From an optimization exercise on the open Yosys and OpenROAD flow, aimed at small area; shortcuts taken in it are not production practice. The RTL was checked by simulation tests, not by an equivalence proof against the original design.

==> flow/design.v <==
`default_nettype none
package alu_types_pkg;
	typedef logic [32-1:0] word_t;
	typedef logic [2*32-1:0] dword_t;
	typedef enum logic [3:0] {
		OP_AND  = 4'd0,
		OP_OR   = 4'd1,
		OP_NEG  = 4'd2,
		OP_NOT  = 4'd3,
		OP_ADD  = 4'd4,
		OP_SUB  = 4'd5,
		OP_MUL  = 4'd6,
		OP_DIV  = 4'd7,
		OP_SHR  = 4'd8,
		OP_SHRA = 4'd9,
		OP_SHL  = 4'd10,
		OP_ROR  = 4'd11,
		OP_ROL  = 4'd12
	} alu_op_t;
	typedef struct packed {
		alu_op_t op;
		word_t   y;
		word_t   b;
	} operand_s;
endpackage
`default_nettype wire
`default_nettype none
package alu_ctrl_pkg;
	typedef enum logic [1:0] {
		DIV_IDLE,
		DIV_PREP,
		DIV_ITER,
		DIV_FIX
	} div_state_t;
	typedef struct packed {
		logic [32-1:0] hi;
		logic [32-1:0] lo;
	} result_s;
endpackage
`default_nettype wire
`timescale 1ns/1ps
`default_nettype none
module alu_datapath (
	input  wire        clock,
	input  wire        rst_n,
	input  wire [31:0] bus,
	input  wire        y_in,
	input  wire        start,
	input  wire [3:0]  op,
	output wire [31:0] z_hi,
	output wire [31:0] z_lo,
	output reg         done,
	output wire        busy
);
	localparam [2:0] PH_IDLE = 3'd0;
	localparam [2:0] PH_PRE = 3'd4;
	localparam [2:0] PH_MAIN = 3'd1;
	localparam [2:0] PH_FIX1 = 3'd6;
	localparam [2:0] PH_FIX2 = 3'd7;
	localparam [2:0] PH_POST = 3'd3;
	localparam [2:0] PH_ZL = 3'd2;
	localparam [2:0] PH_SH = 3'd5;
	reg [31:0] y_q;
	reg [63:0] z_q;
	reg [2:0]  ph;
	reg [4:0]  cnt;
	reg [3:0]  op_q;
	reg [31:0] a;
	reg [31:0] q;
	reg [31:0] m;
	reg        c;
	reg        ys;
	assign z_hi = z_q[63:32];
	assign z_lo = z_q[31:0];
	assign busy = (ph != PH_IDLE);
	wire idle = (ph == PH_IDLE);
	wire p_pre  = (ph == PH_PRE);
	wire p_main = (ph == PH_MAIN);
	wire p_fix1 = (ph == PH_FIX1);
	wire p_fix2 = (ph == PH_FIX2);
	wire p_post = (ph == PH_POST);
	wire p_zl   = (ph == PH_ZL);
	wire p_sh   = (ph == PH_SH);
	wire cnt0  = (cnt == 5'd0);
	wire cnt31 = (cnt == 5'd31);
	wire o3 = op_q[3];
	wire o2 = op_q[2];
	wire o1 = op_q[1];
	wire o0 = op_q[0];
	wire o_mul  = ~o3 & o2 & o1 & ~o0;
	wire o_div  = ~o3 & o2 & o1 & o0;
	wire o_ldb  = ~o3 & ~o1;                        
	wire o_neg  = ~o3 & ~o2 & o1;                   
	wire o_sub  = ~o3 & o2 & ~o1 & o0;
	wire o_andc = (~o2 & ~o1 & ~o0) | (o3 & o2);    
	wire o_orc  = ~o2 & o0 & (o3 == o1);            
	wire o_sra  = o3 & ~o2 & ~o1 & o0;
	wire o_left = o2 | (o1 & ~o0);                  
	wire i_mul   = (op == 4'd6);
	wire i_div   = (op == 4'd7);
	wire i_shift = op[3] & (~op[2] | (~op[1] & ~op[0]));
	wire i_c0    = (op == 4'd5) | (op == 4'd2);     
	wire nz = |a[31:0];
	wire dinv = ~c ^ m[31];
	wire en = p_main ? (o0 | q[0]) :
	          p_fix1 ? c :
	          p_fix2 ? (ys & nz) :
	          (p_post & cnt31 & o_ldb);
	wire inv = p_main ? (o0 ? dinv : (cnt0 & q[0])) :
	           (p_fix1 | p_fix2) ? dinv :
	           (p_pre & q[31]);
	wire cin = inv & ~p_pre;
	localparam integer SPL = 20;
	wire [31:0] bop = (m & {32{en}}) ^ {32{inv}};
	wire [31:0] s;
	wire [31:0] u;
	wire [32:0] cy;
	wire [31:SPL] pp;
	assign cy[0] = cin;
	genvar gi;
	generate
		for (gi = 0; gi < 32; gi = gi + 1) begin : g_add
			wire ci = (gi == SPL) ? 1'b0 : cy[gi];
			assign u[gi] = a[gi] ^ bop[gi] ^ ci;
			assign cy[gi+1] = (a[gi] & bop[gi]) | (a[gi] & ci) | (bop[gi] & ci);
			if (gi < SPL) begin : g_lo
				assign s[gi] = u[gi];
			end else begin : g_hi
				if (gi == SPL) begin : g_p0
					assign pp[gi] = 1'b1;
				end else begin : g_pn
					assign pp[gi] = pp[gi-1] & u[gi-1];
				end
				assign s[gi] = u[gi] ^ (cy[SPL] & pp[gi]);
			end
		end
	endgenerate
	wire s32 = (a[31] & bop[31]) | (a[31] & s[31]) | (bop[31] & s[31]);
	wire s0g  = s[0] & ~o_div;
	wire sx   = q[0] ^ (o_neg | (o_div & ys));
	wire sy   = s0g ^ o_sub;
	wire ssum = sx ^ sy ^ c;
	wire scar = (sx & sy) | (sx & c) | (sy & c);
	wire f = p_main ? s[0] :
	         (p_sh & o_sra) ? q[31] :
	         o_andc ? (q[0] & s0g) :
	         (o_orc | p_fix2) ? (q[0] | s0g) : ssum;
	wire lfill = p_main ? ~s[31] : (q[31] & ~(p_sh & o1));
	wire q_sr = (p_main & ~o0) | p_post | p_fix2 | (p_sh & ~o_left);
	wire q_sl = (p_main & o0) | p_pre | p_fix1 | (p_sh & o_left);
	wire a_r  = (p_main & ~o0) | (p_post & ~o_div);
	wire a_l  = (p_main & o0 & ~cnt0) | p_pre;
	wire a_sr = a_r;
	wire a_sl = a_l;
	wire a_su = ~idle & ~a_r & ~a_l;
	wire q_ld = idle;
	wire q_rr = q_sr;
	wire q_ll = q_sl;
	wire [31:0] a_rsrc = {s32 & o_mul, s[31:1]};
	wire [31:0] a_lsrc = {s[30:0], q[31]};
	wire [31:0] a_nxt = ({32{a_sr}} & a_rsrc) | ({32{a_sl}} & a_lsrc) | ({32{a_su}} & s);
	wire [31:0] q_nxt = ({32{q_ld}} & y_q) | ({32{q_rr}} & {f, q[31:1]}) | ({32{q_ll}} & {q[30:0], lfill});
	always @(posedge clock) begin
		a <= a_nxt;
		q <= q_nxt;
		if (idle) begin
			m <= bus;
			op_q <= op;
		end
	end
	wire nq = m[31] | (ys & ~q[0]);
	always @(posedge clock) begin
		if (idle)
			c <= i_c0;
		else if (p_fix2)
			c <= nq ^ (ys & nz);
		else if (p_pre | (p_main & o0) | p_fix1)
			c <= s[31];
		else
			c <= scar;
		if (p_pre)
			ys <= q[31];
		else if (p_fix2)
			ys <= nq;
	end
	always @(posedge clock or negedge rst_n) begin
		if (!rst_n) begin
			ph <= PH_IDLE;
		end else begin
			case (ph)
				PH_IDLE: if (start) ph <= i_shift ? PH_SH : (i_mul ? PH_MAIN : (i_div ? PH_PRE : PH_POST));
				PH_PRE:  ph <= PH_MAIN;
				PH_MAIN: if (cnt0) ph <= o0 ? PH_FIX1 : PH_ZL;
				PH_FIX1: ph <= PH_FIX2;
				PH_FIX2: ph <= PH_POST;
				PH_POST: if (cnt0) ph <= PH_ZL;
				PH_ZL:   ph <= PH_IDLE;
				default: if (cnt0) ph <= PH_IDLE;
			endcase
		end
	end
	always @(posedge clock) begin
		if (idle)
			cnt <= i_shift ? bus[4:0] : {5{~i_div}};
		else if (~(p_fix1 | p_fix2))
			cnt <= cnt - 5'd1;
	end
	wire zl_next = (p_main & cnt0 & ~o0) | (p_post & cnt0) |
	               (idle & start & i_shift & (bus[4:0] == 5'd0)) |
	               (p_sh & (cnt == 5'd1));
	reg zl;
	reg zln;
	always @(posedge clock or negedge rst_n) begin
		if (!rst_n)
			zl <= 1'b0;
		else
			zl <= zl_next;
	end
	always @(posedge clock)
		zln <= ~zl_next;
	always @(posedge clock or negedge rst_n) begin
		if (!rst_n)
			y_q <= 32'd0;
		else if (y_in)
			y_q <= bus;
	end
	always @(posedge clock or negedge rst_n) begin
		if (!rst_n) begin
			z_q <= 64'd0;
			done <= 1'b0;
		end else begin
			done <= zl;
			z_q <= ({64{zl}} & {a[31:0], q}) | ({64{zln}} & z_q);
		end
	end
endmodule
`default_nettype wire
==> flow/flow/run.sh <==
#!/bin/bash
# The standard layout (standard.sh) with these changes:
#  - ABC maps the logic for area (&nf -a) instead of delay; timing is
#    repaired by OpenROAD later in the flow, as usual;
#  - every I/O port is buffered by the smallest buffer (buf_1);
#  - CTS inserts no dummy loads.
# Each tool's output goes to the ORFS logs under orfs/logs; this script's
# own output goes to run.log.
set -o pipefail
exec > run.log 2>&1
cp -r "$FLOW_HOME/scripts" ./scripts_area
printf '&get -n\n&st\n&dch\n&nf -a\n&put\n' > ./scripts_area/abc_area.script
export SCRIPTS_DIR="$PWD/scripts_area"
export BUFFER_PORTS_ARGS="-buffer_cell sky130_fd_sc_hd__buf_1"
export CTS_ARGS="-sink_clustering_enable -repair_clock_nets -buf_list sky130_fd_sc_hd__clkbuf_8 -sink_clustering_size 18 -sink_clustering_max_diameter 60 -dont_use_dummy_load"
export REMOVE_ABC_BUFFERS=1
bash standard.sh
==> flow/standard.sh <==
#!/bin/bash
# synth_recipe.tcl (not shown) runs the flow's synth.tcl, then flattens the netlist and writes it again
# the make line also repeats each setting of config.mk as NAME=value (left out here)
make -C /OpenROAD-flow-scripts/flow DESIGN_CONFIG=/design/flow/config.mk WORK_HOME=/design/flow/orfs CLKGATE_MAP_FILE= SYNTH_SCRIPT=/design/flow/synth_recipe.tcl "${@:-finish}"
==> flow/config.mk <==
export PLATFORM = sky130hd
export DESIGN_NAME = alu_datapath
export DESIGN_NICKNAME = alu_datapath
export VERILOG_FILES = /design/flow/design.v
export SDC_FILE = /design/flow/constraint.sdc
export NUM_CORES = 8
export LEC_CHECK = 0
export ABC_AREA = 1
export CAP_MARGIN = 0
export CORE_MARGIN = 2
export CORE_UTILIZATION = 55
export GPL_TIMING_DRIVEN = 0
export SLEW_MARGIN = 0
==> flow/constraint.sdc <==
create_clock -name core_clock -period 13.0 [get_ports {clock}]
set_input_delay 2.6000 -clock core_clock [delete_from_list [all_inputs] [get_ports {clock}]]
set_output_delay 2.6000 -clock core_clock [all_outputs]
set_load 0.01 [all_outputs]
==> impl_metrics.toml, run 1 <==
[status]
status = "timing/DRC/antenna clean"

[clock_tree]
cts_setup_buffers = 0
cts_buffers = 16
cts_tree = "built"
cts.htree.levels = 1
cts_num_sinks = 209
clk_latency_ns = 0.52
clk_pin_slew_ns = 0.11
clk_path_buf_depth = 3
cts_root_buffer = "clkbuf_8"

[detailed_routing]
drc = 0
avgViaCountPerCell = 6.05
wirelength_um = 21100
drt_first_pass_iters = 6
drtAntennaViolNets = 0
num_vias = 6411
drt_iter0_drc = 701
wl_per_cell_um = 19.9

[grt]
grtUsageTotal_pct = 24.6
grt_pass1_vias = 6495
grt_overflow = 0
grt_max_degree = 43
grt_pass1_wl_um = 34900
antenna_found_initial = 0

[place]
dp_cells = 1044
hpwl_um = 14900
place_area_mm2 = 0.00989
place_congestion = 0.876
io_buffers = 105

[die]
dieArea_mm2 = 0.0174
die_x_um = 132
die_h_um = 132
num_rows = 46
ios = 106
initial_core_util_pct = 56.5
core_mm2 = 0.0159

[critical_path]
worstPathArrival_ns = 12.62
rrSetupSlack_ns = 0.76
crit_required_ns = 13.37
crit_fanout = 21
crit_path_start = "a[7]"
rr_startpoint = "a[7]"
critPathLaunchType = "flip-flop"
path_class = "reg2reg"
crit_top_cell = "fa_1"
critPathSlowestCell = "nor4_1"
worst_r2r_path_depth = 38
slowest_delay_ns = 0.51
cp-end-kind = "flip-flop"

[flow_run]
cap_violations = 0

[timing]
min_period_ns = 12.24
max_freq_ghz = 0.0817
relSlewSlack_pct = 21.5
setup_violations = 0
skew_ns = 0.0696
min_period_over_period_pct = 94.2
worst_slew_pin_slew_ns = 1.18
slew_viol_final = 0
holdWs_ns = 0.499
grt_setup_unrepaired = "no"
hold_viol = 0

[min_path]
hold_class = "reg2reg"
hold_path_depth = 1
min_from = "z_q[54]"

[logic_synthesis]
synth_seq_cells = 209
avgSynthCellArea_um2 = 12.6
synth_edf_count = 42
ys_seq_area_share_pct = 56.7
synth_top_area_share_pct = 28.1
ys.flop_type = "dfrtp_1"
async_flop_share_pct = 48.3
yosysMostFrequentCell = "dfrtp_1"
synthCells = 713
synth.area.top_cells = "dfrtp_1 28%, dfxtp_1 15%, edfxtp_1 14%, fa_1 6.9%, a22o_1 6.2%"
yosysWarningCount = 1
synthTopCellsByCount = "101 x dfrtp_1, 66 x clkinv_1, 66 x dfxtp_1"
synthDistinctLibCells = 46
syn_area_mm2 = 0.00901
netlist.top_cell.by_area = "dfrtp_1"

[layout]
num-nets-final = 925
area_growth_pct = 12.3
instances_no_fill = 1060
drive_above_1_share_pct = 4.27
fin_util_pct = 63.5
design_area_mm2 = 0.0101
n_antenna_cell = 0
-- what timing repair did --
item	4_1_cts	5_1_grt
resized for setup	0	1
hold buffers	0	0
setup endpoints to repair	0	1
hold endpoints to repair	0	0
-- state kept, by name, indices dropped and copies added (netlist names) --
| register | flops |
|---|---|
| cnt | 5 |
| ph | 3 |
| zln | 1 |
| op_q | 4 |
| done | 1 |
| zl | 1 |
| m | 32 |
| z_q | 64 |
| c | 1 |
| y_q | 32 |
| q | 32 |
| ys | 1 |
| a | 32 |
-- layout by cell type, fill, tap and decap left out, types with 4 or more instances in the layout --
cell,instances
a222oi_1,48
ha_1,8
xor2_1,8
a22o_1,64
nand2_1,65
fa_1,31
nor4_1,9
clkinv_1,65
dfrtp_1,100
a31oi_1,4
and2_0,5
a21oi_1,15
nand3_1,12
xnor2_1,37
clkbuf_8,16
buf_8,4
nor2_1,15
a22oi_1,11
o221ai_1,4
o21ai_0,17
edfxtp_1,42
dfxtp_1,65
buf_1,103
buf_12,5
mux2_1,33
nor3_1,4
-- kinds of logic (layout without fill, tap and decap cells) --
kind of cell / Yosys count / after routing / synth area share, %
DFF: 209 / 209 / 56.7
AOI/OAI and AO/OA: 186 / 186 / 16.9
and+or+nand+nor: 135 / 135 / 7.08
buffers and inverters: 66 / 197 / 2.75
xor gates and xnor gates: 45 / 45 / 4.38
adders and majority gates: 39 / 39 / 8.00
muxes: 33 / 33 / 4.13
-- metrics by stage --
| step | setup slack [ns] | TNS, ns |
|---|---|---|
| after floorplan | 0.331 | 0 |
| after global placement | -1.04 | -5.41 |
| after detailed placement | 0.612 | 0 |
| after CTS | 0.557 | 0 |
| after global routing | 0.0345 | 0 |
| final | 0.755 | 0 |
-- path summary, 6_finish.rpt --
path                            to
hold reg to reg            z_q[54]
setup reg to reg              q[0]
max in group asynchronous   y_q[5]
setup / recovery              q[0]
hold / removal             z_q[54]
min in group asynchronous  z_q[49]
-- worst max-delay path, delay by kind of cell, from the launching register on --
kind            cells  cell delay (ns)
compound gates      5             1.32
xor+xnor            2             0.50
fa+ha+maj          20             7.90
buf+inv             4             0.46
flops               1             0.36
simple gates        7             1.58
-- final cells by class --
type | count | area (um^2)
well taps | 216 | 270
fillers | 1302 | 5830
clock buffers | 16 | 220
flip-flops and latches | 209 | 5110
inverters | 66 | 249
multi-input cells | 438 | 3680
repair buffers | 115 | 584
-- routing by layer --
layer / global-route usage, % / vias up / share of wire, %
met3: 3.96 / 29 / 5.5
met2: 38.0 / 212 / 46
met1: 36.8 / 3207 / 47
li1: - / 2963 / -
met5: 0 / - / 0
met4: 5.98 / 0 / 1.8
==> run 2, diff against run 1 <==
--- a/flow/flow/run.sh
+++ b/flow/flow/run.sh
@@ -9,9 +9,9 @@
 set -o pipefail
 exec > run.log 2>&1
 cp -r "$FLOW_HOME/scripts" ./scripts_area
-printf '&get -n\n&st\n&dch\n&nf -a\n&put\n' > ./scripts_area/abc_area.script
+printf '&get -n\n&st\n&dch -f\n&nf -a -R 1000\n&put\n' > ./scripts_area/abc_area.script
 export SCRIPTS_DIR="$PWD/scripts_area"
 export BUFFER_PORTS_ARGS="-buffer_cell sky130_fd_sc_hd__buf_1"
-export CTS_ARGS="-sink_clustering_enable -repair_clock_nets -buf_list sky130_fd_sc_hd__clkbuf_8 -sink_clustering_size 18 -sink_clustering_max_diameter 60 -dont_use_dummy_load"
+export CTS_ARGS="-sink_clustering_enable -repair_clock_nets -buf_list sky130_fd_sc_hd__clkbuf_16 -sink_clustering_size 28 -sink_clustering_max_diameter 80 -dont_use_dummy_load"
 export REMOVE_ABC_BUFFERS=1
 bash standard.sh
==> run 2 against run 1 <==
  * Synthesized cell count shrank 0.28%
  * Via count shrank 1.3%
  * Flip-flop and latch count unchanged
  * Utilization increased by 0.57 points
  * Highest routed layer unchanged
  * Critical path type unchanged
  * Critical endpoint unchanged
  * Setup slack lost 0.17 ns
  * Non-clock buffer count up 1
  * Die area is 0.40% lower
  * Cell count is 0.47% lower
  * Count of clock-buffer cells in the layout is 4 lower
==> impl_metrics.toml, run 2 <==
[logic_synthesis]
synth_edf_count = 42
synth.area.top_cells = "dfrtp_1 28%, dfxtp_1 15%, edfxtp_1 14%, fa_1 6.9%, a22o_1 6.2%"
syn_area_mm2 = 0.00897
synthTopCellsByCount = "101 x dfrtp_1, 67 x clkinv_1, 66 x dfxtp_1, 66 x nand2_1, 64 x a22o_1"
synth_seq_cells = 209
synth_top_area_share_pct = 28.2
synthCells = 711
synthDistinctLibCells = 41
ys.flop_type = "dfrtp_1"
netlist.top_cell.by_area = "dfrtp_1"
yosysMostFrequentCell = "dfrtp_1"
avgSynthCellArea_um2 = 12.6
yosysWarningCount = 1
ys_seq_area_share_pct = 57.0
async_flop_share_pct = 48.3

[critical_path]
crit_fanout = 9
crit_family = "adder cells"
rr_startpoint = "a[16]"
path_buf_inv = 3
critPathSlowestCell = "nor4_1"
crit_top_cell = "fa_1"
timing.rr.end = "q[0]"
slowest_delay_ns = 0.60
worstPathArrival_ns = 12.77
crit_path_end = "q[0]"
critPathLaunchType = "flip-flop"
path_class = "reg2reg"
crit_required_ns = 13.35
worst-path-stages = 40
cp-end-kind = "flip-flop"
rrSetupSlack_ns = 0.58
crit_path_start = "a[16]"
worst_r2r_path_depth = 40

[timing]
grt_setup_unrepaired = "no"
setup_violations = 0
slew_viol_final = 0
relSlewSlack_pct = 34.9
max_freq_ghz = 0.0805
min_period_over_period_pct = 95.5
hold_viol = 0
min_period_ns = 12.42
worst_slew_pin_slew_ns = 0.972
skew_ns = 0.0411

[layout]
final_cell_mix = "103 x buf_1, 100 x dfrtp_1, 66 x nand2_1, 66 x clkinv_1, 65 x dfxtp_1"
fill_cells = 1307
design_area_mm2 = 0.0102
n_antenna_cell = 0
drive_above_1_share_pct = 4.17
num-nets-final = 920
largest_reg_flops = 64
largest_register = "z_q"
area_growth_pct = 13.4
fin_util_pct = 64.0
final_common_cell = "buf_1"

[die]
core_mm2 = 0.0159
die_x_um = 132
ios = 106
initial_core_util_pct = 56.5
die_h_um = 132
dieArea_mm2 = 0.0173
num_rows = 46

[grt]
grt_pass1_wl_um = 33200
antenna_found_initial = 0
grt_max_degree = 57
grt_pass1_vias = 6146
grt_overflow = 0
grtUsageTotal_pct = 23.9

[place]
place_area_mm2 = 0.00987
io_buffers = 105
hpwl_um = 14800
place_congestion = 0.857

[clock_tree]
clk_pin_slew_ns = 0.10
cts_root_buffer = "clkbuf_16"
cts_setup_buffers = 0
cts_tree = "built"
clk_latency_ns = 0.47
cts_resized = 0
cts.htree.levels = 1
clk_path_buf_depth = 3
cts-hold-fix-buffers = 0
cts_num_sinks = 209
cts_buffers = 12

[detailed_routing]
wirelength_um = 20500
drt_first_pass_iters = 6
num_vias = 6328
drt_iter0_drc = 620
drtAntennaViolNets = 0
avgViaCountPerCell = 6.00
wl_per_cell_um = 19.4
drc = 0

[min_path]
hold_class = "reg2reg"

[status]
status = "timing/DRC/antenna clean"

[flow_run]
cap_violations = 0
[run 2: cell count changes in the layout (fill, tap and decap cells not counted), moves of 3 or more]
| cell | change |
|---|---|
| clkbuf_8 | -16 |
| clkbuf_16 | +12 |
| nand3_1 | -4 |
| and2_0 | -3 |
| and3_1 | +3 |
| xor2_1 | +3 |
[run 2: cell type report]
class	instances	area, um^2	area share, %
flip-flops and latches	209	5110	50.3
multi-input cells	435	3640	35.8
repair buffers	116	596	5.86
clock buffers	12	300	2.95
well taps	216	270	2.66
inverters	67	253	2.48
[run 2: layer usage]
metal	global-route usage (%)	wire (um)
met5	0	0
met4	5.80	459
met3	3.16	1280
met2	36.6	9050
met1	36.7	9670
[run 2: stage by stage]
| step | std cells | setup TNS (ns) | hold slack (ns) | worst slack [ns] |
|---|---|---|---|---|
| 2_1_floorplan | 711 | 0 | 0.457 | 0.145 |
| 3_3_place_gp | 1032 | -4.90 | 0.467 | -1.07 |
| 3_5_place_dp | 1043 | 0 | 0.475 | 0.620 |
| 4_1_cts | 1055 | 0 | 0.484 | 0.577 |
| 5_1_grt | 1055 | 0 | 0.510 | 0.00351 |
| 6_report | 1055 | 0 | 0.487 | 0.585 |
[run 2: logic make-up after synthesis]
kind of cell,Yosys count,synth area share (%)
flip-flops,209,57.0
AO/OA/AOI/OAI,182,16.6
AND/OR/NAND/NOR,134,6.85
buffers and inverters,67,2.80
XOR/XNOR,47,4.59
adder cells (fa/ha/maj),39,8.03
multiplexers,33,4.13
[run 2: worst min-delay path by stage]
stage                     endpoint  cells after the start  slack (ns)  startpoint
final                         q[0]                      2        0.49        q[1]
after global routing        y_q[1]                      1        0.51      y_q[1]
after CTS                     q[0]                      2        0.48        q[1]
after detailed placement    y_q[8]                      1        0.47      y_q[8]
after global placement     y_q[13]                      1        0.47     y_q[13]
after floorplan             y_q[0]                      1        0.46      y_q[0]
[run 2: worst reg2reg max path, delay by kind of cell, from the launching register on]
family / cells / cell delay [ns]
AND/OR/NAND/NOR: 11 / 2.24
adder cells (fa/ha/maj): 20 / 7.93
AO/OA/AOI/OAI: 4 / 1.08
XOR/XNOR: 2 / 0.47
flip-flops: 1 / 0.36
buffers and inverters: 3 / 0.27
==> run 3, diff against run 2 <==
--- a/flow/flow/run.sh
+++ b/flow/flow/run.sh
@@ -12,6 +12,6 @@
 printf '&get -n\n&st\n&dch -f\n&nf -a -R 1000\n&put\n' > ./scripts_area/abc_area.script
 export SCRIPTS_DIR="$PWD/scripts_area"
 export BUFFER_PORTS_ARGS="-buffer_cell sky130_fd_sc_hd__buf_1"
-export CTS_ARGS="-sink_clustering_enable -repair_clock_nets -buf_list sky130_fd_sc_hd__clkbuf_16 -sink_clustering_size 28 -sink_clustering_max_diameter 80 -dont_use_dummy_load"
+export CTS_ARGS="-sink_clustering_enable -repair_clock_nets -buf_list sky130_fd_sc_hd__clkbuf_16 -sink_clustering_size 32 -sink_clustering_max_diameter 80 -dont_use_dummy_load"
 export REMOVE_ABC_BUFFERS=1
 bash standard.sh
==> run 3 against run 2 <==
  * Via count is 0.85% lower
  * Critical path type unchanged
  * Utilization is 0.12 points lower
  * First-iteration DRC count is 0.97% higher
  * Register-to-register slack better by 0.18 ns
  * Die area stayed put
  * Setup slack better by 0.18 ns
  * Routed wire length is 0.64% higher
  * Worst hold slack better by 0.0056 ns
  * Flip-flop and latch count stayed put
  * Cell count hardly changed
==> impl_metrics.toml, run 3 <==
[status]
status = "timing/DRC/antenna clean"

[clock_tree]
cts_root_buffer = "clkbuf_16"
clk_latency_ns = 0.48
cts.htree.levels = 1
cts_num_sinks = 209
cts_buffers = 11
cts_tree = "built"
clk_path_buf_depth = 3
clk_pin_slew_ns = 0.11

[detailed_routing]
drt_iter0_drc = 626
num_vias = 6274
wl_per_cell_um = 19.5
drtAntennaViolNets = 0
drc = 0
drt_first_pass_iters = 5
wirelength_um = 20600
avgViaCountPerCell = 5.95

[logic_synthesis]
netlist.top_cell.by_area = "dfrtp_1"
synthTopCellsByCount = "101 x dfrtp_1, 67 x clkinv_1, 66 x dfxtp_1, 66 x nand2_1, 64 x a22o_1"
synth.area.top_cells = "dfrtp_1 28%, dfxtp_1 15%, edfxtp_1 14%, fa_1 6.9%, a22o_1 6.2%"
synthMuxAreaShare_pct = 4.13
async_flop_share_pct = 48.3
synth_top_area_share_pct = 28.2
synth_compound_area_share_pct = 16.6
synth_edf_count = 42
ys_seq_area_share_pct = 57.0
synth_seq_cells = 209
synthDistinctLibCells = 41
synthCells = 711
avgSynthCellArea_um2 = 12.6
syn_area_mm2 = 0.00897
synthSimpleGateAreaFrac_pct = 6.85
synthAdderAreaFrac_pct = 8.03
yosysMostFrequentCell = "dfrtp_1"
yosysWarningCount = 1
ys.flop_type = "dfrtp_1"
synth_xor_area_share_pct = 4.59
synth_top_family_by_area = "compound AO/OA/AOI/OAI gates"

[timing]
slew_viol_final = 0
max_freq_ghz = 0.0817
grt_setup_unrepaired = "no"
hold_viol = 0
worst_slew_pin_slew_ns = 0.950
skew_ns = 0.0436
min_period_over_period_pct = 94.1
relSlewSlack_pct = 36.4
min_period_ns = 12.24
holdWs_ns = 0.493
setup_violations = 0

[die]
die_x_um = 132
dieArea_mm2 = 0.0173
ios = 106
num_rows = 46
core_mm2 = 0.0159
initial_core_util_pct = 56.5
die_h_um = 132

[grt]
grt_max_degree = 57
grt_pass1_wl_um = 33400
grt_overflow = 0
grtUsageTotal_pct = 24.0
grt_pass1_vias = 6183
antenna_found_initial = 0

[critical_path]
cp-end-kind = "flip-flop"
critPathSlowestCell = "nor4_2"
worstPathArrival_ns = 12.58
critPathLaunchType = "flip-flop"
crit_required_ns = 13.35
path_class = "reg2reg"
slowest_delay_ns = 0.46
crit_top_cell = "fa_1"
crit_fanout = 9

[min_path]
hold_class = "reg2reg"

[place]
io_buffers = 105
place_congestion = 0.857
hpwl_um = 14800

[layout]
area_growth_pct = 13.2
n_antenna_cell = 0
final_cell_mix = "103 x buf_1, 100 x dfrtp_1, 66 x nand2_1, 66 x clkinv_1, 65 x dfxtp_1"
fill_cells = 1309
drive_above_1_share_pct = 4.18
largest_register = "z_q"
largest_reg_flops = 64
fin_util_pct = 63.9
final_common_cell = "buf_1"
num-nets-final = 919

[flow_run]
cap_violations = 0
[run 3: metal layers]
metal  wire [um]  global-route usage (%)
met1        9700                    36.4
met2        9090                    36.8
met3        1280                    3.16
met4         523                    6.46
met5           0                       0
[run 3: cells by family after synthesis]
kind of cell    count (synthesis)
flops                         209
compound gates                182
buf+inv                        67
fa+ha+maj                      39
simple gates                  134
mux                            33
xor+xnor                       47
[run 3: final cells by class]
class / instances / area, um^2 / area share (%)
Clock buffer: 11 / 275 / 2.71
Inverter: 67 / 253 / 2.49
Multi-Input combinational cell: 435 / 3650 / 35.9
Sequential cell: 209 / 5110 / 50.4
Tap cell: 216 / 270 / 2.66
Timing Repair Buffer: 116 / 596 / 5.87
[run 3: path summary, 6_finish.rpt]
path,start,to,slack (ns),cells past startpoint
max,a[16],q[0],0.76,40
min,z_q[35],z_q[35],0.49,1
max reg2reg,a[16],q[0],0.76,40
min reg2reg,z_q[35],z_q[35],0.49,1
max in group asynchronous,rst_n,z_q[63],10.20,2
min in group asynchronous,rst_n,y_q[1],2.16,1
[run 3: per-stage QoR]
| stage | area [um^2] | TNS, ns | cells | worst slack, ns |
|---|---|---|---|---|
| finish | 10200 | 0 | 1054 | 0.762 |
| floorplan | 8970 | 0 | 711 | 0.145 |
| CTS | 10100 | 0 | 1054 | 0.564 |
| global route | 10200 | 0 | 1054 | 0.103 |
| detailed placement | 9870 | 0 | 1043 | 0.620 |
| global placement | 9630 | -4.90 | 1032 | -1.07 |
[run 3: timing repair]
item                                   in CTS  in global routing
endpoints found under the hold margin       0                  0
setup buffers                               0                  0
gates resized for setup                     0                  1
hold buffers                                0                  0
setup endpoints to repair                   0                  1
[run 3: worst max-delay path: cells and delay by family (launching register included)]
| kind | cells | cell delay, ns |
|---|---|---|
| adders and majority gates | 20 | 7.93 |
| AOI/OAI and AO/OA | 4 | 1.04 |
| buffers and inverters | 3 | 0.26 |
| DFF | 1 | 0.37 |
| xor gates and xnor gates | 2 | 0.46 |
| and+or+nand+nor | 11 | 2.06 |
==> run 4, diff against run 3 <==
--- a/flow/flow/run.sh
+++ b/flow/flow/run.sh
@@ -12,6 +12,6 @@
 printf '&get -n\n&st\n&dch -f\n&nf -a -R 1000\n&put\n' > ./scripts_area/abc_area.script
 export SCRIPTS_DIR="$PWD/scripts_area"
 export BUFFER_PORTS_ARGS="-buffer_cell sky130_fd_sc_hd__buf_1"
-export CTS_ARGS="-sink_clustering_enable -repair_clock_nets -buf_list sky130_fd_sc_hd__clkbuf_16 -sink_clustering_size 32 -sink_clustering_max_diameter 80 -dont_use_dummy_load"
+export CTS_ARGS="-sink_clustering_enable -repair_clock_nets -buf_list sky130_fd_sc_hd__clkbuf_8 -sink_clustering_size 16 -sink_clustering_max_diameter 60 -dont_use_dummy_load"
 export REMOVE_ABC_BUFFERS=1
 bash standard.sh
--- a/flow/config.mk
+++ b/flow/config.mk
@@ -9,5 +9,6 @@
 export CAP_MARGIN = 0
 export CORE_MARGIN = 2
 export CORE_UTILIZATION = 55
+export GPL_ROUTABILITY_DRIVEN = 0
 export GPL_TIMING_DRIVEN = 0
 export SLEW_MARGIN = 0
==> run 4 against run 3 <==
  * Routed wire length rose by 0.11%
  * Fmax fell by 1.4%
  * First-iteration DRC count rose by 6.1%
  * Die area did not move
  * Critical path depth did not move
  * Register-to-register slack got worse by 0.17 ns
  * Synthesized cell count did not move
  * Sequential share of layout area rose by 0.22 points
  * Utilization fell by 0.28 points
==> impl_metrics.toml, run 4 <==
[critical_path]
worstPathArrival_ns = 12.79
critPathSlowestCell = "nor4_1"
crit_fanout = 9
critPathLaunchType = "flip-flop"
crit_top_cell = "fa_1"
slowest_delay_ns = 0.50
path_class = "reg2reg"
cp-end-kind = "flip-flop"
crit_required_ns = 13.39

[timing]
slew_viol_final = 0
grt_setup_unrepaired = "no"
relSlewSlack_pct = 37.7
worst_slew_pin_slew_ns = 0.929
skew_ns = 0.0272
max_freq_ghz = 0.0806
hold_viol = 0
min_period_over_period_pct = 95.4
min_period_ns = 12.41
setup_violations = 0

[layout]
largest_register = "z_q"
design_area_mm2 = 0.0101
n_antenna_cell = 0
final_common_cell = "buf_1"
final_cell_mix = "103 x buf_1, 100 x dfrtp_1, 66 x nand2_1, 66 x clkinv_1, 65 x dfxtp_1"
num-nets-final = 925
fill_cells = 1326
drive_above_1_share_pct = 4.74
instances_no_fill = 1060
largest_reg_flops = 64
area_growth_pct = 12.7

[place]
dp_cells = 1043
place_area_mm2 = 0.00987
io_buffers = 105
hpwl_um = 14800

[die]
dieArea_mm2 = 0.0173
core_mm2 = 0.0159
initial_core_util_pct = 56.5
die_h_um = 132
ios = 106
die_x_um = 132
num_rows = 46

[detailed_routing]
drt_iter0_drc = 664
avgViaCountPerCell = 5.98
num_vias = 6335
wl_per_cell_um = 19.4
drt_first_pass_iters = 6
wirelength_um = 20600
drc = 0
drtAntennaViolNets = 0

[clock_tree]
cts_setup_buffers = 0
cts.htree.levels = 1
cts_tree = "built"
cts_resized = 0
cts-hold-fix-buffers = 0
cts_num_sinks = 209
clk_pin_slew_ns = 0.10
cts_buffers = 17
clk_path_buf_depth = 3
clk_latency_ns = 0.50
cts_root_buffer = "clkbuf_8"

[grt]
grt_pass1_wl_um = 33600
grt_max_degree = 58
grtUsageTotal_pct = 24.1
grt_pass1_vias = 6238
grt_overflow = 0
antenna_found_initial = 0

[logic_synthesis]
synth.area.top_cells = "dfrtp_1 28%, dfxtp_1 15%, edfxtp_1 14%, fa_1 6.9%, a22o_1 6.2%"
yosysWarningCount = 1
synth_edf_count = 42
avgSynthCellArea_um2 = 12.6
synthDistinctLibCells = 41
synth_seq_cells = 209
ys_seq_area_share_pct = 57.0
synthCells = 711
synthTopCellsByCount = "101 x dfrtp_1, 67 x clkinv_1, 66 x dfxtp_1, 66 x nand2_1, 64 x a22o_1"
ys.flop_type = "dfrtp_1"
netlist.top_cell.by_area = "dfrtp_1"
syn_area_mm2 = 0.00897
synth_top_area_share_pct = 28.2
async_flop_share_pct = 48.3
yosysMostFrequentCell = "dfrtp_1"

[flow_run]
cap_violations = 0

[status]
status = "timing/DRC/antenna clean"

[min_path]
hold_class = "reg2reg"
==> run 4: area by class of cell <==
class                           instances  area (um^2)  share of cell area (%)
Clock buffer                           17          234                    2.31
Inverter                               67          253                    2.50
Multi-Input combinational cell        435         3640                    36.0
Sequential cell                       209         5110                    50.6
Tap cell                              216          270                    2.67
Timing Repair Buffer                  116          599                    5.93
==> run 4: worst paths after layout <==
path,from,end,slack (ns),cells after the start
setup / recovery,a[16],q[0],0.59,40
hold / removal,z_q[54],z_q[54],0.50,1
setup reg to reg,a[16],q[0],0.59,40
hold reg to reg,z_q[54],z_q[54],0.50,1
max in group asynchronous,rst_n,z_q[41],10.11,2
min in group asynchronous,rst_n,zl,2.18,1
==> run 4: logic make-up after synthesis <==
kind of cell / Yosys count / share of synthesized area (%)
DFF: 209 / 57.0
muxes: 33 / 4.13
AOI/OAI and AO/OA: 182 / 16.6
and+or+nand+nor: 134 / 6.85
adders and majority gates: 39 / 8.03
xor gates and xnor gates: 47 / 4.59
buffers and inverters: 67 / 2.80
==> run 4: critical path: cells and delay by family, from the launching register on <==
| kind | cells | cell delay (ns) |
|---|---|---|
| compound gates | 4 | 1.09 |
| buf+inv | 3 | 0.25 |
| simple gates | 11 | 2.17 |
| xor+xnor | 2 | 0.47 |
| flops | 1 | 0.36 |
| fa+ha+maj | 20 | 7.99 |
==> run 4: through the flow <==
stage                     hold WS [ns]  setup WS [ns]  utilization, %  TNS, ns
after floorplan                  0.457          0.145               -        0
after global placement           0.467         -0.998            60.6    -4.37
after detailed placement         0.475          0.552            62.1        0
after CTS                        0.494          0.501            63.6        0
after global routing             0.515         0.0559            63.6        0
final                            0.495          0.593            63.6        0
==> run 4: routing by layer <==
metal  up-vias  wire length, um  part of all wire [%]  track usage [%]
met5         -                0                     0                0
met4         0              198                  0.96             4.89
met3        17             1400                   6.8             3.63
met2       236             9320                    45             36.7
met1      3140             9700                    47             37.0
li1       2942                -                     -                -
==> run 5, diff against run 4 <==
--- a/flow/config.mk
+++ b/flow/config.mk
@@ -9,6 +9,5 @@
 export CAP_MARGIN = 0
 export CORE_MARGIN = 2
 export CORE_UTILIZATION = 55
-export GPL_ROUTABILITY_DRIVEN = 0
 export GPL_TIMING_DRIVEN = 0
 export SLEW_MARGIN = 0
==> run 5 against run 4 <==
  * Die area is the same
  * Cell count is the same
  * Global-route usage grew 0.20 points
  * Via count grew 0.32%
  * Non-clock buffer count is the same
  * Utilization is essentially flat
==> impl_metrics.toml, run 5 <==
[critical_path]
cp-end-kind = "flip-flop"
crit_path_start = "a[16]"
timing.rr.end = "q[0]"
crit_required_ns = 13.38
rr_startpoint = "a[16]"
slowest_delay_ns = 0.45
critPathLaunchType = "flip-flop"
crit_fanout = 9
worst_r2r_path_depth = 40
rrSetupSlack_ns = 0.76
critPathSlowestCell = "fa_1"
path_class = "reg2reg"
crit_top_cell = "fa_1"
worstPathArrival_ns = 12.61

[timing]
worst_slew_pin_slew_ns = 0.979
slew_viol_final = 0
setup_violations = 0
min_period_over_period_pct = 94.1
skew_ns = 0.0411
max_freq_ghz = 0.0817
grt_setup_unrepaired = "no"
relSlewSlack_pct = 34.4
hold_viol = 0
holdWs_ns = 0.497
min_period_ns = 12.24

[place]
place_congestion = 0.857
io_buffers = 105
hpwl_um = 14800

[grt]
grt_overflow = 0
grtUsageTotal_pct = 24.3
grt_pass1_wl_um = 33500
antenna_found_initial = 0
grt_pass1_vias = 6269
grt_max_degree = 57

[clock_tree]
cts_tree = "built"
clk_pin_slew_ns = 0.10
cts-hold-fix-buffers = 0
cts_root_buffer = "clkbuf_8"
cts.htree.levels = 1
cts_num_sinks = 209
cts_buffers = 17
clk_latency_ns = 0.51
clk_path_buf_depth = 3

[layout]
drive_above_1_share_pct = 4.86
final-seq-area_mm2 = 0.00511
final_common_cell = "buf_1"
final_cell_mix = "103 x buf_1, 100 x dfrtp_1, 66 x nand2_1, 66 x clkinv_1, 65 x dfxtp_1"
n_antenna_cell = 0
multi_input_area_mm2 = 0.00365
largest_register = "z_q"
largest_reg_flops = 64
num-nets-final = 925
fill_cells = 1313
area_growth_pct = 12.7

[detailed_routing]
drt_iter0_drc = 703
drt_first_pass_iters = 8
drc = 0
num_vias = 6355
wirelength_um = 20700
drtAntennaViolNets = 0
avgViaCountPerCell = 6.00
wl_per_cell_um = 19.6

[logic_synthesis]
yosysMostFrequentCell = "dfrtp_1"
netlist.top_cell.by_area = "dfrtp_1"
ys.flop_type = "dfrtp_1"
synth_edf_count = 42
synth.area.top_cells = "dfrtp_1 28%, dfxtp_1 15%, edfxtp_1 14%, fa_1 6.9%, a22o_1 6.2%"
synthTopCellsByCount = "101 x dfrtp_1, 67 x clkinv_1, 66 x dfxtp_1, 66 x nand2_1, 64 x a22o_1"
synth_seq_cells = 209
ys_seq_area_share_pct = 57.0
synthCells = 711
synth_top_area_share_pct = 28.2
syn_area_mm2 = 0.00897
yosysWarningCount = 1
async_flop_share_pct = 48.3
avgSynthCellArea_um2 = 12.6
synthDistinctLibCells = 41

[die]
dieArea_mm2 = 0.0173
initial_core_util_pct = 56.5
ios = 106
die_x_um = 132
die_h_um = 132
core_mm2 = 0.0159
num_rows = 46

[min_path]
min_to = "z_q[35]"
hold_path_depth = 1
min_from = "z_q[35]"
hold_class = "reg2reg"

[flow_run]
cap_violations = 0

[status]
status = "timing/DRC/antenna clean"
-- run 5: layout make-up --
| cell class | count | share of cell area, % |
|---|---|---|
| inverters | 67 | 2.50 |
| clock buffers | 17 | 2.31 |
| repair buffers | 116 | 5.89 |
| flip-flops and latches | 209 | 50.6 |
| well taps | 216 | 2.67 |
| multi-input cells | 435 | 36.1 |
-- run 5: logic make-up after synthesis --
logic type | Yosys count | synth area share [%]
simple gates | 134 | 6.85
xor+xnor | 47 | 4.59
fa+ha+maj | 39 | 8.03
mux | 33 | 4.13
compound gates | 182 | 16.6
buf+inv | 67 | 2.80
flops | 209 | 57.0
-- run 5: per-layer routing --
layer  vias up  GRT usage, %  share of wire, %
met4         0          6.70               1.8
met2       248          37.0                45
met5         -             0                 0
met1      3127          36.4                46
li1       2947             -                 -
met3        33          3.82               7.0
-- run 5: critical path: cells and delay by family (launching register included) --
kind | cells | cell delay, ns
fa+ha+maj | 20 | 7.93
buf+inv | 3 | 0.25
compound gates | 4 | 1.04
xor+xnor | 2 | 0.46
simple gates | 11 | 2.05
flops | 1 | 0.37
-- run 5: what timing repair did --
action / in CTS / in global routing
setup endpoints to repair: 0 / 1
resized for setup: 0 / 1
setup buffers: 0 / 0
-- run 5: worst max path at each step --
stage / to / depth (start not counted)
floorplan: q[0] / 39
global placement: q[0] / 37
detailed placement: q[0] / 40
CTS: q[0] / 40
global route: q[0] / 40
finish: q[0] / 40
-- run 5: through the flow --
| stage | area (um^2) | cells | TNS, ns | worst slack (ns) | util [%] |
|---|---|---|---|---|---|
| floorplan | 8970 | 711 | 0 | 0.145 | - |
| global placement | 9630 | 1032 | -4.90 | -1.07 | 60.6 |
| detailed placement | 9870 | 1043 | 0 | 0.620 | 62.1 |
| CTS | 10100 | 1060 | 0 | 0.570 | 63.6 |
| global route | 10100 | 1060 | 0 | 0.102 | 63.7 |
| finish | 10100 | 1060 | 0 | 0.763 | 63.7 |
==> run 6, diff against run 5 <==
--- a/flow/config.mk
+++ b/flow/config.mk
@@ -10,4 +10,5 @@
 export CORE_MARGIN = 2
 export CORE_UTILIZATION = 55
 export GPL_TIMING_DRIVEN = 0
+export PLACE_DENSITY = 0.75
 export SLEW_MARGIN = 0
==> run 6 against run 5 <==
  * Area after synthesis unchanged
  * Cell count about the same
  * Die area did not move
  * Register-to-register slack worse by 0.12 ns
  * Cell area shrank 0.28%
  * Utilization down 0.18 points
  * Setup slack worse by 0.12 ns
  * Largest cell class unchanged
  * Clock skew grew 0.027 ns
  * Via count down 0.93%
  * Worst hold slack got worse by 0.00073 ns
==> impl_metrics.toml, run 6 <==
[timing]
setup_violations = 0
min_period_ns = 12.36
grt_setup_unrepaired = "no"
skew_ns = 0.0680
worst_slew_pin_slew_ns = 1.09
min_period_over_period_pct = 95.1
slew_viol_final = 0
max_freq_ghz = 0.0809
relSlewSlack_pct = 27.3
hold_viol = 0
holdWs_ns = 0.496

[grt]
grt_pass1_wl_um = 33400
grt_pass1_vias = 6348
grt_overflow = 0
antenna_found_initial = 0
grt_max_degree = 49
grtUsageTotal_pct = 23.7

[clock_tree]
cts_tree = "built"
cts-hold-fix-buffers = 0
clk_path_buf_depth = 3
cts_root_buffer = "clkbuf_8"
clk_pin_slew_ns = 0.09
clk_latency_ns = 0.51
cts_num_sinks = 209
cts_setup_buffers = 0
cts.htree.levels = 1
cts_buffers = 17
cts_resized = 0

[layout]
n_antenna_cell = 0
largest_reg_flops = 64
final_common_cell = "buf_1"
drive_above_1_share_pct = 4.63
num-nets-final = 924
final-seq-area_mm2 = 0.00511
area_growth_pct = 12.4
fin_util_pct = 63.5
multi_input_area_mm2 = 0.00364
fill_cells = 1276
final_cell_mix = "103 x buf_1, 100 x dfrtp_1, 66 x nand2_1, 66 x clkinv_1, 65 x dfxtp_1"
instances_no_fill = 1059
largest_register = "z_q"

[critical_path]
cp-end-kind = "flip-flop"
rrSetupSlack_ns = 0.64
slowest_delay_ns = 0.51
crit_required_ns = 13.39
worstPathArrival_ns = 12.75
crit_fanout = 8
path_class = "reg2reg"
critPathLaunchType = "flip-flop"
crit_top_cell = "fa_1"
critPathSlowestCell = "nor4_1"

[logic_synthesis]
yosysWarningCount = 1
synthCells = 711
netlist.top_cell.by_area = "dfrtp_1"
synth_seq_cells = 209
ys.flop_type = "dfrtp_1"
synth.area.top_cells = "dfrtp_1 28%, dfxtp_1 15%, edfxtp_1 14%, fa_1 6.9%, a22o_1 6.2%"
yosysMostFrequentCell = "dfrtp_1"
async_flop_share_pct = 48.3
synthTopCellsByCount = "101 x dfrtp_1, 67 x clkinv_1, 66 x dfxtp_1, 66 x nand2_1, 64 x a22o_1"
synth_edf_count = 42
avgSynthCellArea_um2 = 12.6
synth_top_area_share_pct = 28.2
synthDistinctLibCells = 41
syn_area_mm2 = 0.00897
ys_seq_area_share_pct = 57.0

[die]
core_mm2 = 0.0159
initial_core_util_pct = 56.5
die_x_um = 132
dieArea_mm2 = 0.0173
die_h_um = 132
ios = 106
num_rows = 46

[detailed_routing]
drt_iter0_drc = 653
wl_per_cell_um = 19.1
wirelength_um = 20300
drc = 0
drtAntennaViolNets = 0
drt_first_pass_iters = 6
avgViaCountPerCell = 5.95
num_vias = 6296

[place]
io_buffers = 105
hpwl_um = 14600
place_congestion = 0.862
dp_cells = 1042

[min_path]
hold_class = "reg2reg"

[flow_run]
cap_violations = 0

[status]
status = "timing/DRC/antenna clean"
run 6: cell counts after synthesis:
No cell type changed its count.
run 6: path summary, 6_finish.rpt:
check                      startpoint       to  depth (start not counted)
max                             a[16]     q[0]                         40
min                           z_q[52]  z_q[52]                          1
max reg2reg                     a[16]     q[0]                         40
min reg2reg                   z_q[52]  z_q[52]                          1
max in group asynchronous       rst_n       zl                          3
min in group asynchronous       rst_n  z_q[54]                          1
run 6: final cells by class:
cell class	instances	area share [%]
multi-input cells	435	36.1
flip-flops and latches	209	50.7
inverters	67	2.51
repair buffers	115	5.68
clock buffers	17	2.32
well taps	216	2.68
run 6: worst max-delay path: cells and delay by family (launching register included):
| kind | cells | cell delay (ns) |
|---|---|---|
| flip-flops | 1 | 0.36 |
| adder cells (fa/ha/maj) | 20 | 7.93 |
| XOR/XNOR | 2 | 0.45 |
| AND/OR/NAND/NOR | 11 | 2.12 |
| AO/OA/AOI/OAI | 4 | 1.10 |
| buffers and inverters | 3 | 0.26 |
run 6: metal layers:
layer  track usage, %  vias to the layer above  part of all wire, %
li1                 -                     2947                    -
met1             35.3                     3077                   47
met4             8.27                        0                  2.3
met3             3.47                       36                  6.0
met5                0                        -                    0
met2             35.9                      236                   44
run 6: kinds of logic (layout without fill, tap and decap cells):
group	count (synthesis)	in the layout	synth area share, %
AO/OA/AOI/OAI	182	182	16.6
adder cells (fa/ha/maj)	39	39	8.03
AND/OR/NAND/NOR	134	134	6.85
buffers and inverters	67	199	2.80
multiplexers	33	33	4.13
flip-flops	209	209	57.0
XOR/XNOR	47	47	4.59
run 6: stage by stage:
| step | worst slack, ns | setup TNS (ns) | cell area (um^2) |
|---|---|---|---|
| after floorplan | 0.145 | 0 | 8970 |
| after global placement | -1.08 | -5.11 | 9630 |
| after detailed placement | 0.584 | 0 | 9840 |
| after CTS | 0.588 | 0 | 10100 |
| after global routing | 0.0208 | 0 | 10100 |
| final | 0.643 | 0 | 10100 |
==> run 7, diff against run 6 <==
--- a/flow/design.v
+++ b/flow/design.v
@@ -111,7 +111,14 @@
 	           (p_pre & q[31]);
 	wire cin = inv & ~p_pre;
 	localparam integer SPL = 20;
-	wire [31:0] bop = (m & {32{en}}) ^ {32{inv}};
+	wire b_one  = en ^ inv;
+	wire [31:0] bop;
+	genvar bi;
+	generate
+		for (bi = 0; bi < 32; bi = bi + 1) begin : g_bop
+			assign bop[bi] = m[bi] ? b_one : inv;
+		end
+	endgenerate
 	wire [31:0] s;
 	wire [31:0] u;
 	wire [32:0] cy;
--- a/flow/config.mk
+++ b/flow/config.mk
@@ -10,5 +10,4 @@
 export CORE_MARGIN = 2
 export CORE_UTILIZATION = 55
 export GPL_TIMING_DRIVEN = 0
-export PLACE_DENSITY = 0.75
 export SLEW_MARGIN = 0
==> run 7 against run 6 <==
  * Still clean
  * Setup slack better by 0.035 ns
  * Non-clock buffer count stayed put
  * Routed wire length is 1.6% higher
  * Clock skew is 0.0045 ns lower
  * Worst hold slack worse by 0.019 ns
  * Critical path depth stayed put
  * Area after synthesis is 1.3% lower
  * Cell count stayed put
  * Critical path type unchanged
==> impl_metrics.toml, run 7 <==
[status]
status = "timing/DRC/antenna clean"

[logic_synthesis]
synth_seq_cells = 209
synthTopCellsByCount = "101 x dfrtp_1, 67 x clkinv_1, 66 x dfxtp_1"
syn_area_mm2 = 0.00886
synth_top_area_share_pct = 28.5
avgSynthCellArea_um2 = 12.5
synthDistinctLibCells = 41
yosysMostFrequentCell = "dfrtp_1"
async_flop_share_pct = 48.3
synth.area.top_cells = "dfrtp_1 29%, dfxtp_1 15%, edfxtp_1 14%, fa_1 7.0%, a22o_1 6.3%"
yosysWarningCount = 1
synthCells = 710
ys_seq_area_share_pct = 57.7
synth_edf_count = 42
netlist.top_cell.by_area = "dfrtp_1"
ys.flop_type = "dfrtp_1"

[timing]
skew_ns = 0.0635
min_period_ns = 12.32
hold_viol = 0
setup_violations = 0
min_period_over_period_pct = 94.8
max_freq_ghz = 0.0812
relSlewSlack_pct = 36.3
finalWorstSetupSlack_ns = 0.678
grt_setup_unrepaired = "no"
worst_slew_pin_slew_ns = 0.952
slew_viol_final = 0

[clock_tree]
cts_setup_buffers = 0
cts_tree = "built"
cts.htree.levels = 1
cts_buffers = 18
clk_latency_ns = 0.53
cts_num_sinks = 209
clk_path_buf_depth = 3
clk_pin_slew_ns = 0.10
cts_root_buffer = "clkbuf_8"

[place]
place_area_mm2 = 0.00973
pre_cts_ws_ns = 0.509
hpwl_um = 15000
io_buffers = 105
place_congestion = 0.844
dp_cells = 1041

[min_path]
hold_path_depth = 2
min_to = "q[25]"
hold_class = "reg2reg"
min_from = "q[26]"

[die]
die_x_um = 131
num_rows = 46
dieArea_mm2 = 0.0171
die_h_um = 131
ios = 106
core_mm2 = 0.0158
initial_core_util_pct = 56.0

[grt]
grt_pass1_vias = 6137
grt_overflow = 0
grt_max_degree = 63
antenna_found_initial = 0
grtUsageTotal_pct = 24.8
grt_pass1_wl_um = 33000

[detailed_routing]
avgViaCountPerCell = 5.99
drt_iter0_drc = 622
wl_per_cell_um = 19.4
drc = 0
wirelength_um = 20600
drtAntennaViolNets = 0
drt_first_pass_iters = 8
num_vias = 6345

[critical_path]
rrSetupSlack_ns = 0.68
critPathLaunchType = "flip-flop"
timing.rr.end = "a[31]"
worstPathArrival_ns = 12.64
cp-end-kind = "flip-flop"
worst_r2r_path_depth = 40
slowest_delay_ns = 0.50
crit_fanout = 32
crit_required_ns = 13.32
critPathSlowestCell = "dfrtp_1"
path_class = "reg2reg"
crit_top_cell = "fa_1"
rr_startpoint = "ph[2]"

[layout]
num-nets-final = 924
instances_no_fill = 1059
design_area_mm2 = 0.0100
area_growth_pct = 13.0
final_cell_mix = "103 x buf_1, 100 x dfrtp_1, 66 x clkinv_1, 65 x dfxtp_1, 64 x a22o_1"
n_antenna_cell = 0
drive_above_1_share_pct = 5.10
largest_register = "z_q"
final_common_cell = "buf_1"
largest_reg_flops = 64

[flow_run]
cap_violations = 0
[run 7: per-layer routing]
metal  vias up  wire length (um)  track usage [%]
met2       202              9110             37.4
li1       2962                 -                -
met5         -                 0                0
met3        26              1110             3.66
met4         0               293             4.82
met1      3155             10100             38.7
[run 7: final cells by class]
cell class / instances / area [um^2]
clock buffers: 18 / 248
fillers: 1259 / 5820
inverters: 67 / 253
multi-input cells: 434 / 3550
flip-flops and latches: 209 / 5110
well taps: 216 / 270
repair buffers: 115 / 576
[run 7: how the worst max path moves through the flow]
stage,startpoint,endpoint,cells after the start
2_1_floorplan,cnt[0],a[31],40
3_3_place_gp,cnt[0],c,40
3_5_place_dp,a[16],a[31],41
4_1_cts,a[17],a[31],41
5_1_grt,ph[2],a[31],41
6_report,ph[2],a[31],40
[run 7: per-stage QoR]
| step | TNS (ns) | hold WS (ns) | util, % |
|---|---|---|---|
| final | 0 | 0.477 | 63.2 |
| after floorplan | 0 | 0.457 | - |
| after global routing | 0 | 0.516 | 63.2 |
| after CTS | 0 | 0.478 | 63.1 |
| after detailed placement | 0 | 0.475 | 61.5 |
| after global placement | -3.80 | 0.467 | 60.2 |
[run 7: logic make-up (layout without fill, tap and decap cells)]
logic type / Yosys count / after routing / synth area share [%]
xor gates and xnor gates: 17 / 17 / 1.68
DFF: 209 / 209 / 57.7
and+or+nand+nor: 131 / 131 / 6.74
buffers and inverters: 67 / 200 / 2.84
adders and majority gates: 39 / 39 / 8.14
muxes: 34 / 34 / 4.31
AOI/OAI and AO/OA: 213 / 213 / 18.6
[run 7: critical path, delay by kind of cell, from the launching register on]
kind            cells  cell delay [ns]
xor+xnor            2             0.46
simple gates       10             1.86
flops               1             0.50
buf+inv             4             0.52
compound gates      4             0.90
fa+ha+maj          20             7.93
[run 7: what timing repair did]
action	4_1_cts	5_1_grt
resized for setup	0	3
setup endpoints to repair	0	3
hold buffers	0	0
==> run 8, diff against run 7 <==
--- a/flow/design.v
+++ b/flow/design.v
@@ -111,14 +111,7 @@
 	           (p_pre & q[31]);
 	wire cin = inv & ~p_pre;
 	localparam integer SPL = 20;
-	wire b_one  = en ^ inv;
-	wire [31:0] bop;
-	genvar bi;
-	generate
-		for (bi = 0; bi < 32; bi = bi + 1) begin : g_bop
-			assign bop[bi] = m[bi] ? b_one : inv;
-		end
-	endgenerate
+	wire [31:0] bop = (m & {32{en}}) ^ {32{inv}};
 	wire [31:0] s;
 	wire [31:0] u;
 	wire [32:0] cy;
--- a/flow/flow/run.sh
+++ b/flow/flow/run.sh
@@ -10,6 +10,8 @@
 exec > run.log 2>&1
 cp -r "$FLOW_HOME/scripts" ./scripts_area
 printf '&get -n\n&st\n&dch -f\n&nf -a -R 1000\n&put\n' > ./scripts_area/abc_area.script
+# repair_design buffers high-fanout nets with buf_6 or smaller
+sed -i 's/^  puts "Perform buffer insertion and gate resizing..."$/  puts "Perform buffer insertion and gate resizing..."\n  set_dont_use [get_lib_cells {sky130_fd_sc_hd__buf_8 sky130_fd_sc_hd__buf_12 sky130_fd_sc_hd__buf_16}]/' ./scripts_area/util.tcl
 export SCRIPTS_DIR="$PWD/scripts_area"
 export BUFFER_PORTS_ARGS="-buffer_cell sky130_fd_sc_hd__buf_1"
 export CTS_ARGS="-sink_clustering_enable -repair_clock_nets -buf_list sky130_fd_sc_hd__clkbuf_8 -sink_clustering_size 16 -sink_clustering_max_diameter 60 -dont_use_dummy_load"
==> run 8 against run 7 <==
  * Cell count is essentially flat
  * Clock skew decreased by 0.039 ns
  * Global-route usage is 0.64 points lower
  * Sequential share of layout area is 0.48 points lower
  * Highest routed layer unchanged
==> impl_metrics.toml, run 8 <==
[timing]
relSlewSlack_pct = 36.4
grt_setup_unrepaired = "no"
holdWs_ns = 0.494
slew_viol_final = 0
min_period_ns = 12.25
skew_ns = 0.0241
max_freq_ghz = 0.0816
min_period_over_period_pct = 94.3
setup_violations = 0
hold_viol = 0
worst_slew_pin_slew_ns = 0.949

[detailed_routing]
num_vias = 6263
avgViaCountPerCell = 5.91
drt_iter0_drc = 653
drc = 0
drtAntennaViolNets = 0
wirelength_um = 20800
drt_first_pass_iters = 8
wl_per_cell_um = 19.6

[grt]
antenna_found_initial = 0
grt_pass1_vias = 6233
grtUsageTotal_pct = 24.1
grt_max_degree = 57
grt_overflow = 0
grt_pass1_wl_um = 33500

[clock_tree]
cts_resized = 0
cts_root_buffer = "clkbuf_8"
clk_path_buf_depth = 3
cts-hold-fix-buffers = 0
cts.htree.levels = 1
cts_num_sinks = 209
clk_pin_slew_ns = 0.10
clk_latency_ns = 0.51
cts_tree = "built"
cts_setup_buffers = 0
cts_buffers = 17

[logic_synthesis]
async_flop_share_pct = 48.3
avgSynthCellArea_um2 = 12.6
synthTopCellsByCount = "101 x dfrtp_1, 67 x clkinv_1, 66 x dfxtp_1, 66 x nand2_1, 64 x a22o_1"
ys_seq_area_share_pct = 57.0
synth_edf_count = 42
synth.area.top_cells = "dfrtp_1 28%, dfxtp_1 15%, edfxtp_1 14%, fa_1 6.9%, a22o_1 6.2%"
yosysMostFrequentCell = "dfrtp_1"
synthDistinctLibCells = 41
synth_top_area_share_pct = 28.2
syn_area_mm2 = 0.00897
yosysWarningCount = 1
synthCells = 711
ys.flop_type = "dfrtp_1"
netlist.top_cell.by_area = "dfrtp_1"
synth_seq_cells = 209

[critical_path]
critPathLaunchType = "flip-flop"
crit_top_cell = "fa_1"
rrSetupSlack_ns = 0.75
crit_fanout = 11
slowest_delay_ns = 0.49
cp-end-kind = "flip-flop"
crit_path_start = "ph[2]"
rr_startpoint = "ph[2]"
timing.rr.end = "q[0]"
crit_path_end = "q[0]"
crit_required_ns = 13.39
worstPathArrival_ns = 12.64
path_class = "reg2reg"
critPathSlowestCell = "dfrtp_1"
worst_r2r_path_depth = 40

[layout]
num-nets-final = 925
final_cell_mix = "103 x buf_1, 100 x dfrtp_1, 66 x nand2_1, 66 x clkinv_1, 65 x dfxtp_1"
drive_above_1_share_pct = 4.86
final_common_cell = "buf_1"
largest_register = "z_q"
design_area_mm2 = 0.0101
area_growth_pct = 12.6
n_antenna_cell = 0
largest_reg_flops = 64

[die]
dieArea_mm2 = 0.0173
initial_core_util_pct = 56.5
core_mm2 = 0.0159
die_x_um = 132
ios = 106
num_rows = 46
die_h_um = 132

[place]
hpwl_um = 14900
place_congestion = 0.857
io_buffers = 105
place_area_mm2 = 0.00985

[status]
status = "timing/DRC/antenna clean"

[flow_run]
cap_violations = 0

[min_path]
hold_class = "reg2reg"
hold_path_depth = 1
[run 8: changes by cell type in the layout (fill, tap and decap cells not counted), sizes merged, moves of 2 or more]
cell and change:
xor2 +4, nand3 +2, nor2 -8, o221ai -2, nand2b +2, xnor2 +26, buf -2, nand2 +9
bufbuf +3, o21ai -30
[run 8: kinds of logic (layout without fill, tap and decap cells)]
group / Yosys count / after routing / synth area share, %
and+or+nand+nor: 134 / 134 / 6.85
muxes: 33 / 33 / 4.13
AOI/OAI and AO/OA: 182 / 182 / 16.6
DFF: 209 / 209 / 57.0
adders and majority gates: 39 / 39 / 8.03
buffers and inverters: 67 / 200 / 2.80
xor gates and xnor gates: 47 / 47 / 4.59
[run 8: routing by layer]
layer	global-route usage [%]	wire, um	up-vias
li1	-	-	2934
met1	35.7	9750	3089
met2	37.3	9320	211
met3	4.32	1350	29
met4	6.28	354	0
met5	0	0	-
[run 8: worst min path at each step]
stage          startpoint  endpoint  slack (ns)
6_report          z_q[35]   z_q[35]        0.49
5_1_grt            y_q[1]    y_q[1]        0.52
4_1_cts           y_q[29]   y_q[29]        0.50
3_5_place_dp      y_q[19]   y_q[19]        0.47
3_3_place_gp      y_q[13]   y_q[13]        0.47
2_1_floorplan      y_q[0]    y_q[0]        0.46
[run 8: per-stage QoR]
stage               util, %  worst slack, ns  std cells  setup TNS [ns]
CTS                    63.5            0.534       1060               0
global route           63.6           0.0965       1060               0
finish                 63.6            0.747       1060               0
detailed placement     62.0            0.574       1043               0
floorplan                 -            0.145        711               0
global placement       60.6            -1.07       1032           -4.90
[run 8: critical path: cells and delay by family (launching register included)]
kind | cells | cell delay [ns]
AO/OA/AOI/OAI | 4 | 1.13
flip-flops | 1 | 0.49
buffers and inverters | 3 | 0.26
XOR/XNOR | 2 | 0.46
AND/OR/NAND/NOR | 11 | 1.86
adder cells (fa/ha/maj) | 20 | 7.93
[run 8: area by class of cell]
type | count | area [um^2]
fillers | 1300 | 5790
flip-flops and latches | 209 | 5110
multi-input cells | 435 | 3650
repair buffers | 116 | 584
well taps | 216 | 270
inverters | 67 | 253
clock buffers | 17 | 234

==> what the ideal ports hide <==
In the flow no input, the clock included, has a driving cell. The finished layouts below were timed again as built, in two steps. Step 1 assumes that a clkbuf_16 drives the clock port and a buf_2 every other input. Step 2 also shifts input and output timing later by t, the mid clock arrival at the registers, as if the neighbouring blocks saw the same clock. Slacks: ideal ports / drivers / drivers and shift; pairs: ideal ports / drivers.
run | shift t [ns] | slack for setup (ns) | hold slack, ns | worst slew at a driven data input, ns | cell pins on the clock port's net
run 1 | 0.530 | 0.755 / 0.755 / 0.755 | 0.499 / 0.499 / 0.499 | 0.05 | 1
run 2 | 0.493 | 0.585 / 0.585 / 0.585 | 0.487 / 0.487 / 0.487 | 0.06 | 1
run 3 | 0.498 | 0.762 / 0.762 / 0.762 | 0.493 / 0.493 / 0.493 | 0.06 | 1
run 4 | 0.526 | 0.593 / 0.593 / 0.593 | 0.495 / 0.495 / 0.495 | 0.06 | 1
run 5 | 0.530 | 0.763 / 0.763 / 0.763 | 0.497 / 0.497 / 0.497 | 0.06 | 1
run 6 | 0.520 | 0.643 / 0.643 / 0.643 | 0.496 / 0.496 / 0.496 | 0.07 | 1
run 7 | 0.535 | 0.678 / 0.678 / 0.678 | 0.477 / 0.477 / 0.477 | 0.05 | 1
run 8 | 0.540 | 0.747 / 0.747 / 0.747 | 0.494 / 0.494 / 0.494 | 0.06 | 1
After both steps every run listed still meets setup and hold.
